This design comes from an exercise in tuning for small area and few clock cycles per item on the open sky130 flow, not from production work.
At most, simulation tests tie the RTL to the original design; equivalence was not proved.

// dsp_mac_pipe
module dsp_mac_pipe (
  input  logic               CLK,
  input  logic               RSTN,
  input  logic               IN_VALID,
  output logic               IN_READY,
  input  logic signed [17:0] A,
  input  logic signed [17:0] B,
  input  logic signed [17:0] D,
  input  logic signed [47:0] C,
  input  logic [3:0]         OPMODE,
  output logic               OUT_VALID,
  input  logic               OUT_READY,
  output logic signed [47:0] P,
  output logic               CARRYOUT,
  output logic               OVERFLOW
);
  logic        vld_q;
  logic [3:0]  cnt_q;
  logic [47:0] r_q;
  logic        co_q, ovf_q;
  logic        v1_q;
  logic [17:0] a1_q;
  logic [18:0] pre1_q;
  logic [47:0] c1_q;
  logic [1:0]  op1_q;      
  logic fire, adv;
  assign fire     = v1_q && (!vld_q || OUT_READY);
  assign adv      = !v1_q || fire;
  assign IN_READY = adv;
  logic        sb;
  logic [18:0] dg, bx, pre_d;
  logic [19:0] pre_w;
  assign sb    = OPMODE[0] & OPMODE[1];
  assign dg    = OPMODE[0] ? {D[17], D} : 19'd0;
  assign bx    = {B[17], B} ^ {19{sb}};
  assign pre_w = {dg, 1'b1} + {bx, sb};
  assign pre_d = pre_w[19:1];
  always_ff @(posedge CLK or negedge RSTN) begin
    if (!RSTN)    v1_q <= 1'b0;
    else if (adv) v1_q <= IN_VALID;
  end
  always_ff @(posedge CLK) begin
    if (adv) begin
      a1_q   <= A;
      pre1_q <= pre_d;
      c1_q   <= C;
      op1_q  <= OPMODE[3:2];
    end
  end
  logic [18:0] pre;
  logic [18:0] a_ext;
  logic [8:0]  one, two, neg;
  assign pre   = pre1_q;
  assign a_ext = {a1_q, 1'b0};
  always_comb begin
    for (int i = 0; i < 9; i++) begin
  ...
==> flow/config.mk <==
export PLATFORM = sky130hd
export DESIGN_NAME = dsp_mac_pipe
export DESIGN_NICKNAME = dsp_mac_pipe
export VERILOG_FILES = /design/flow/design.v
export SDC_FILE = /design/flow/constraint.sdc
export NUM_CORES = 4
export LEC_CHECK = 0
export CAP_MARGIN = 20
export CORE_MARGIN = 2
export CORE_UTILIZATION = 40
export SLEW_MARGIN = 20
==> flow/constraint.sdc <==
create_clock -name core_clock -period 7.0 [get_ports {CLK}]
set_input_delay 1.4000 -clock core_clock [delete_from_list [all_inputs] [get_ports {CLK}]]
set_output_delay 1.4000 -clock core_clock [all_outputs]
set_load 0.01 [all_outputs]
standard.sh (not shown) runs the stock make flow with config.mk's settings and CLKGATE_MAP_FILE= SYNTH_SCRIPT=/design/flow/synth_recipe.tcl, a recipe that flattens the netlist after the stock synthesis.
==> flow/flow/run.sh <==
#!/bin/bash
# The standard ORFS layout (the standard.sh), with these changes:
# - the port buffers that global placement inserts on every input and output
#   are sky130_fd_sc_hd__buf_1 instead of the tool's default pick; timing
#   repair still resizes any of them that need more drive;
# - Yosys's synth runs without its early "abc -fast" pass, so the full adders
#   that ORFS extracts keep the polarity the RTL writes them in (the final ABC
#   mapping and everything else are unchanged);
# - clock tree synthesis uses smaller clock buffers, larger sink clusters and
#   no dummy loads.
set -euo pipefail
bash standard.sh "BUFFER_PORTS_ARGS=-buffer_cell sky130_fd_sc_hd__buf_1" "SYNTH_ARGS=-noabc" \
  "CTS_ARGS=-sink_clustering_enable -repair_clock_nets -buf_list {sky130_fd_sc_hd__clkbuf_4 sky130_fd_sc_hd__clkbuf_8} -sink_clustering_size 60 -sink_clustering_max_diameter 250 -dont_use_dummy_load" \
  finish > standard.log 2>&1
The baseline finished clean.
Testbench counts at the start, summed over its fixed seeds: cycles 32,062, items 32,046.
Rerun with:
==> flow/flow/run.sh (replaced) <==
#!/bin/bash
# The standard ORFS layout (the standard.sh), with these changes:
# - the port buffers that global placement inserts on every input and output
#   are sky130_fd_sc_hd__buf_1 instead of the tool's default pick; timing
#   repair still resizes any of them that need more drive;
# - Yosys's synth runs without its early "abc -fast" pass, so the full adders
#   that ORFS extracts keep the polarity the RTL writes them in (the final ABC
#   mapping and everything else are unchanged).
set -euo pipefail
bash standard.sh "BUFFER_PORTS_ARGS=-buffer_cell sky130_fd_sc_hd__buf_1" "SYNTH_ARGS=-noabc" finish > standard.log 2>&1
What happened: The new run ran to the end with no violations. Synthesized area is unchanged. Worst setup slack hardly moves. Final cell count is higher by 0.62%. Via count stays flat. Routed wire length is higher by 0.51%. Sequential cell count stays the same. Clock skew is lower by 0.021 ns. Maximum frequency is about the same.
Rerun with:
--- a/flow/flow/run.sh
+++ b/flow/flow/run.sh
@@ -6,5 +6,11 @@
 # - Yosys's synth runs without its early "abc -fast" pass, so the full adders
 #   that ORFS extracts keep the polarity the RTL writes them in (the final ABC
-#   mapping and everything else are unchanged).
+#   mapping and everything else are unchanged);
+# - clock tree synthesis uses smaller clock buffers, larger sink clusters and
+#   no dummy loads;
+# - after global routing, gates on paths with positive slack are downsized
+#   (ORFS RECOVER_POWER).
 set -euo pipefail
-bash standard.sh "BUFFER_PORTS_ARGS=-buffer_cell sky130_fd_sc_hd__buf_1" "SYNTH_ARGS=-noabc" finish > standard.log 2>&1
+bash standard.sh "BUFFER_PORTS_ARGS=-buffer_cell sky130_fd_sc_hd__buf_1" "SYNTH_ARGS=-noabc" \
+  "CTS_ARGS=-sink_clustering_enable -repair_clock_nets -buf_list {sky130_fd_sc_hd__clkbuf_4 sky130_fd_sc_hd__clkbuf_8} -sink_clustering_size 30 -sink_clustering_max_diameter 100 -dont_use_dummy_load" \
+  "RECOVER_POWER=100" finish > standard.log 2>&1
=> This time the run completed, yet does not pass: max-capacitance violations, max-slew violations; routed wire length fell by 0.53%; via count is about the same; worst hold slack improved by 0.0035 ns; worst setup slack stays flat; sequential share of layout area grows by 0.49 points; utilization fell by 0.94 points; flip-flop and latch count does not change.

* * *

Another version of the RTL of dsp_mac_pipe (not shown whole).
Size: ~1400 cells after synthesis, roughly 140 flip-flops, about 160 I/O pins.
Settings: LEC_CHECK=0, CAP_MARGIN=20, CORE_MARGIN=2, CORE_UTILIZATION=40, GPL_TIMING_DRIVEN=0, SLEW_MARGIN=20; clock period 7.0 ns.
==> flow/flow/run.sh <==
#!/bin/bash
# The standard ORFS layout (the standard.sh), with these changes:
# - the port buffers that global placement inserts on every input and output
#   are sky130_fd_sc_hd__buf_1 instead of the tool's default pick; timing
#   repair still resizes any of them that need more drive;
# - Yosys's synth runs without its early "abc -fast" pass, so the full adders
#   that ORFS extracts keep the polarity the RTL writes them in (the final ABC
#   mapping and everything else are unchanged);
# - clock tree synthesis uses smaller clock buffers, larger sink clusters and
#   no dummy loads.
set -euo pipefail
bash standard.sh "BUFFER_PORTS_ARGS=-buffer_cell sky130_fd_sc_hd__buf_1" "SYNTH_ARGS=-noabc" \
  "CTS_ARGS=-sink_clustering_enable -repair_clock_nets -buf_list {sky130_fd_sc_hd__clkbuf_4 sky130_fd_sc_hd__clkbuf_8} -sink_clustering_size 30 -sink_clustering_max_diameter 100 -dont_use_dummy_load" \
  finish > standard.log 2>&1
Change:
--- a/flow/config.mk
+++ b/flow/config.mk
@@ -9,4 +9,3 @@
 export CORE_MARGIN = 2
 export CORE_UTILIZATION = 40
-export GPL_TIMING_DRIVEN = 0
 export SLEW_MARGIN = 20
Utilization fell by 0.36 points.
Wire length fell by 8.2%.
Non-clock buffer count fell by 45.
Via count fell by about 1.6%.
Critical path depth fell by 1.
Synthesized cell count does not change.
First-iteration DRC count rose by 6.8%.
No run of this note included a check of the RTL's function; only the layout flow was run.

* * *

Setup of run A:
dsp_mac_pipe, a different RTL version from the one above (not shown whole).
For scale: about 140 flip-flops, roughly 160 I/O pins.
Settings: LEC_CHECK=0, CAP_MARGIN=20, CORE_MARGIN=2, CORE_UTILIZATION=40, SLEW_MARGIN=20; clock period 7.0 ns.
==> flow/flow/run.sh <==
#!/bin/bash
# The standard ORFS layout (the standard.sh), with one change: the port
# buffers that global placement inserts on every input and output are
# sky130_fd_sc_hd__buf_1 instead of the tool's default pick; timing repair
# still resizes any of them that need more drive.
set -euo pipefail
bash standard.sh "BUFFER_PORTS_ARGS=-buffer_cell sky130_fd_sc_hd__buf_1" finish > standard.log 2>&1
Run A: full flow OK, the timing, design-rule and antenna checks passed
Testbench counts of run A, summed over its fixed seeds: cycles 32,062, items 32,046.
## Diff of input files: run B against run A
==> flow/run.sh (new file) <==
#!/bin/bash
# synth_recipe.tcl (not shown) runs the flow's synth.tcl, then flattens the netlist and writes it again
# the make line also repeats each setting of config.mk as NAME=value (left out here)
make -C /OpenROAD-flow-scripts/flow DESIGN_CONFIG=/design/flow/config.mk WORK_HOME=/design/flow/orfs CLKGATE_MAP_FILE= SYNTH_SCRIPT=/design/flow/synth_recipe.tcl finish
removed: flow/flow/run.sh
removed: flow/standard.sh
==> comparison <==
Looking at the reports, run B completed the entire flow and the layout it produced met the timing, design-rule and antenna checks.
Compared with run A, count of non-CTS buffers in the layout in run B increased by a few percent.
Against run A as the reference, run B delivers a higher maximum number of pins on one net before global-route repair.
On cell count after synthesis, run A and run B are basically level.

* * *

RTL: one of the versions met above, not the one the previous note started from.
For scale: about 160 I/O pins.
==> flow/config.mk <==
export PLATFORM = sky130hd
export DESIGN_NAME = dsp_mac_pipe
export DESIGN_NICKNAME = dsp_mac_pipe
export VERILOG_FILES = /design/flow/design.v
export SDC_FILE = /design/flow/constraint.sdc
export NUM_CORES = 4
export LEC_CHECK = 0
export CAP_MARGIN = 20
export CORE_MARGIN = 2
export CORE_UTILIZATION = 40
export SLEW_MARGIN = 20
==> flow/constraint.sdc <==
create_clock -name core_clock -period 7.0 [get_ports {CLK}]
set_input_delay 1.4000 -clock core_clock [delete_from_list [all_inputs] [get_ports {CLK}]]
set_output_delay 1.4000 -clock core_clock [all_outputs]
set_load 0.01 [all_outputs]
==> flow/flow/run.sh <==
#!/bin/bash
# The standard ORFS layout (the standard.sh), with these changes:
# - the port buffers that global placement inserts on every input and output
#   are sky130_fd_sc_hd__buf_1 instead of the tool's default pick; timing
#   repair still resizes any of them that need more drive;
# - Yosys's synth runs without its early "abc -fast" pass, so the full adders
#   that ORFS extracts keep the polarity the RTL writes them in (the final ABC
#   mapping and everything else are unchanged);
# - clock tree synthesis uses smaller clock buffers, larger sink clusters and
#   no dummy loads;
# - global placement keeps none of the timing-driven resizer changes (later
#   repair steps still run).
set -euo pipefail
bash standard.sh "BUFFER_PORTS_ARGS=-buffer_cell sky130_fd_sc_hd__buf_1" "SYNTH_ARGS=-noabc" \
  "CTS_ARGS=-sink_clustering_enable -repair_clock_nets -buf_list {sky130_fd_sc_hd__clkbuf_4 sky130_fd_sc_hd__clkbuf_8} -sink_clustering_size 30 -sink_clustering_max_diameter 100 -dont_use_dummy_load" \
  "GPL_KEEP_OVERFLOW=0" finish > standard.log 2>&1
Testbench counts at the start, summed over its fixed seeds: cycles 32,062, items 32,046.
Then changed:
--- a/flow/flow/run.sh
+++ b/flow/flow/run.sh
@@ -9,5 +9,3 @@
 # - clock tree synthesis uses smaller clock buffers, larger sink clusters and
-#   no dummy loads;
-# - global placement keeps none of the timing-driven resizer changes (later
-#   repair steps still run).
+#   no dummy loads.
 set -euo pipefail
@@ -15,2 +13,2 @@
   "CTS_ARGS=-sink_clustering_enable -repair_clock_nets -buf_list {sky130_fd_sc_hd__clkbuf_4 sky130_fd_sc_hd__clkbuf_8} -sink_clustering_size 30 -sink_clustering_max_diameter 100 -dont_use_dummy_load" \
-  "GPL_KEEP_OVERFLOW=0" finish > standard.log 2>&1
+  finish > standard.log 2>&1
--- a/flow/config.mk
+++ b/flow/config.mk
@@ -9,3 +9,4 @@
 export CORE_MARGIN = 2
-export CORE_UTILIZATION = 40
+export CORE_UTILIZATION = 55
+export PLACE_DENSITY = 0.7
 export SLEW_MARGIN = 20
The new run finished clean.
Final area is about the same.
Sequential cell count stays the same.
Non-clock buffer count went up by 56.
Global-route usage went up by 9.6 points.
Synthesized area is unchanged.
Sequential share of layout area barely changes.
Register-to-register slack is better by 50 ps.

* * *

Another version of the RTL of dsp_mac_pipe (not shown whole).
Size: roughly 140 flip-flops.
==> flow/config.mk <==
export PLATFORM = sky130hd
export DESIGN_NAME = dsp_mac_pipe
export DESIGN_NICKNAME = dsp_mac_pipe
export VERILOG_FILES = /design/flow/design.v
export SDC_FILE = /design/flow/constraint.sdc
export NUM_CORES = 4
export LEC_CHECK = 0
export CAP_MARGIN = 20
export CORE_MARGIN = 2
export CORE_UTILIZATION = 40
export SLEW_MARGIN = 20
==> flow/constraint.sdc <==
create_clock -name core_clock -period 7.0 [get_ports {CLK}]
set_input_delay 1.4000 -clock core_clock [delete_from_list [all_inputs] [get_ports {CLK}]]
set_output_delay 1.4000 -clock core_clock [all_outputs]
set_load 0.01 [all_outputs]
==> flow/flow/run.sh <==
#!/bin/bash
# The standard ORFS layout (the standard.sh), with these changes:
# - the port buffers that global placement inserts on every input and output
#   are sky130_fd_sc_hd__buf_1 instead of the tool's default pick; timing
#   repair still resizes any of them that need more drive;
# - Yosys's synth runs without its early "abc -fast" pass, so the full adders
#   that ORFS extracts keep the polarity the RTL writes them in (the final ABC
#   mapping and everything else are unchanged);
# - clock tree synthesis uses smaller clock buffers, larger sink clusters and
#   no dummy loads;
# - after synthesis, the steps that insert buffers may not use the plain
#   buffers above 2x drive (the platform's don't-use list is kept).
set -euo pipefail
ARGS=("BUFFER_PORTS_ARGS=-buffer_cell sky130_fd_sc_hd__buf_1" "SYNTH_ARGS=-noabc"
  "CTS_ARGS=-sink_clustering_enable -repair_clock_nets -buf_list {sky130_fd_sc_hd__clkbuf_4 sky130_fd_sc_hd__clkbuf_8} -sink_clustering_size 30 -sink_clustering_max_diameter 100 -dont_use_dummy_load")
bash standard.sh "${ARGS[@]}" synth > standard_synth.log 2>&1
DU="sky130_fd_sc_hd__probe_p_8 sky130_fd_sc_hd__probec_p_8 sky130_fd_sc_hd__lpflow_bleeder_1 sky130_fd_sc_hd__lpflow_clkbufkapwr_1 sky130_fd_sc_hd__lpflow_clkbufkapwr_16 sky130_fd_sc_hd__lpflow_clkbufkapwr_2 sky130_fd_sc_hd__lpflow_clkbufkapwr_4 sky130_fd_sc_hd__lpflow_clkbufkapwr_8 sky130_fd_sc_hd__lpflow_clkinvkapwr_1 sky130_fd_sc_hd__lpflow_clkinvkapwr_16 sky130_fd_sc_hd__lpflow_clkinvkapwr_2 sky130_fd_sc_hd__lpflow_clkinvkapwr_4 sky130_fd_sc_hd__lpflow_clkinvkapwr_8 sky130_fd_sc_hd__lpflow_decapkapwr_12 sky130_fd_sc_hd__lpflow_decapkapwr_3 sky130_fd_sc_hd__lpflow_decapkapwr_4 sky130_fd_sc_hd__lpflow_decapkapwr_6 sky130_fd_sc_hd__lpflow_decapkapwr_8 sky130_fd_sc_hd__lpflow_inputiso0n_1 sky130_fd_sc_hd__lpflow_inputiso0p_1 sky130_fd_sc_hd__lpflow_inputiso1n_1 sky130_fd_sc_hd__lpflow_inputiso1p_1 sky130_fd_sc_hd__lpflow_inputisolatch_1 sky130_fd_sc_hd__lpflow_isobufsrc_1 sky130_fd_sc_hd__lpflow_isobufsrc_16 sky130_fd_sc_hd__lpflow_isobufsrc_2 sky130_fd_sc_hd__lpflow_isobufsrc_4 sky130_fd_sc_hd__lpflow_isobufsrc_8 sky130_fd_sc_hd__lpflow_isobufsrckapwr_16 sky130_fd_sc_hd__lpflow_lsbuf_lh_hl_isowell_tap_1 sky130_fd_sc_hd__lpflow_lsbuf_lh_hl_isowell_tap_2 sky130_fd_sc_hd__lpflow_lsbuf_lh_hl_isowell_tap_4 sky130_fd_sc_hd__lpflow_lsbuf_lh_isowell_4 sky130_fd_sc_hd__lpflow_lsbuf_lh_isowell_tap_1 sky130_fd_sc_hd__lpflow_lsbuf_lh_isowell_tap_2 sky130_fd_sc_hd__lpflow_lsbuf_lh_isowell_tap_4 sky130_fd_sc_hd__buf_4 sky130_fd_sc_hd__buf_6 sky130_fd_sc_hd__buf_8 sky130_fd_sc_hd__buf_12 sky130_fd_sc_hd__buf_16"
bash standard.sh "${ARGS[@]}" "DONT_USE_CELLS=$DU" finish > standard.log 2>&1
The baseline finished with timing, DRC and antenna clean.
Testbench counts at the start, summed over its fixed seeds: cycles 32,062, items 32,046.
Edit:
==> flow/flow/run.sh (replaced) <==
#!/bin/bash
# The standard ORFS layout (the standard.sh), with these changes:
# - the port buffers that global placement inserts on every input and output
#   are sky130_fd_sc_hd__buf_1 instead of the tool's default pick; timing
#   repair still resizes any of them that need more drive;
# - Yosys's synth runs without its early "abc -fast" pass, so the full adders
#   that ORFS extracts keep the polarity the RTL writes them in (the final ABC
#   mapping and everything else are unchanged);
# - clock tree synthesis uses smaller clock buffers, larger sink clusters and
#   no dummy loads.
set -euo pipefail
bash standard.sh "BUFFER_PORTS_ARGS=-buffer_cell sky130_fd_sc_hd__buf_1" "SYNTH_ARGS=-noabc" \
  "CTS_ARGS=-sink_clustering_enable -repair_clock_nets -buf_list {sky130_fd_sc_hd__clkbuf_4 sky130_fd_sc_hd__clkbuf_8} -sink_clustering_size 30 -sink_clustering_max_diameter 100 -dont_use_dummy_load" \
  finish > standard.log 2>&1
PLACE_DENSITY = 0.72   (was unset)
After rerunning: The changed run finished with timing, DRC and antenna clean; global-route usage drops by 0.63 points; setup slack loses 58 ps; cell count fell by 1.4%; final area decreases by 2.9%.

-- afterwards: timing with drivers on the ports --
In the flow no input, the clock included, has a driving cell. The finished layouts below were timed again as built, in two steps. Step 1 assumes that a clkbuf_16 drives the clock port and a buf_2 every other input. Step 2 also shifts input and output timing later by t, the mid clock arrival at the registers, as if the neighbouring blocks saw the same clock. Slacks: ideal / step 1 / step 2; pairs: ideal / step 1.
run | t (ns) | setup slack, ns | hold slack, ns
the first run of note 1 | 0.544 | 0.310 / 0.310 / 0.310 | 0.557 / 0.557 / 0.557
the second run of note 1 | 0.521 | 0.309 / 0.309 / 0.309 | 0.552 / 0.552 / 0.552
the third run of note 1 | 0.546 | 0.311 / 0.311 / 0.311 | 0.556 / 0.556 / 0.556
the first run of note 2 | 0.548 | 0.341 / 0.341 / 0.341 | 0.550 / 0.550 / 0.550
the second run of note 2 | 0.551 | 0.568 / 0.568 / 0.568 | 0.546 / 0.546 / 0.546
run A | 0.534 | 0.255 / 0.255 / 0.255 | 0.541 / 0.541 / 0.541
run B | 0.538 | 0.252 / 0.252 / 0.252 | 0.513 / 0.513 / 0.513
the first run of note 4 | 0.545 | 0.225 / 0.225 / 0.225 | 0.566 / 0.566 / 0.566
the second run of note 4 | 0.551 | 0.273 / 0.273 / 0.273 | 0.556 / 0.556 / 0.556
the first run of note 5 | 0.534 | 0.300 / 0.300 / 0.300 | 0.548 / 0.548 / 0.548
the second run of note 5 | 0.510 | 0.241 / 0.241 / 0.241 | 0.534 / 0.534 / 0.534
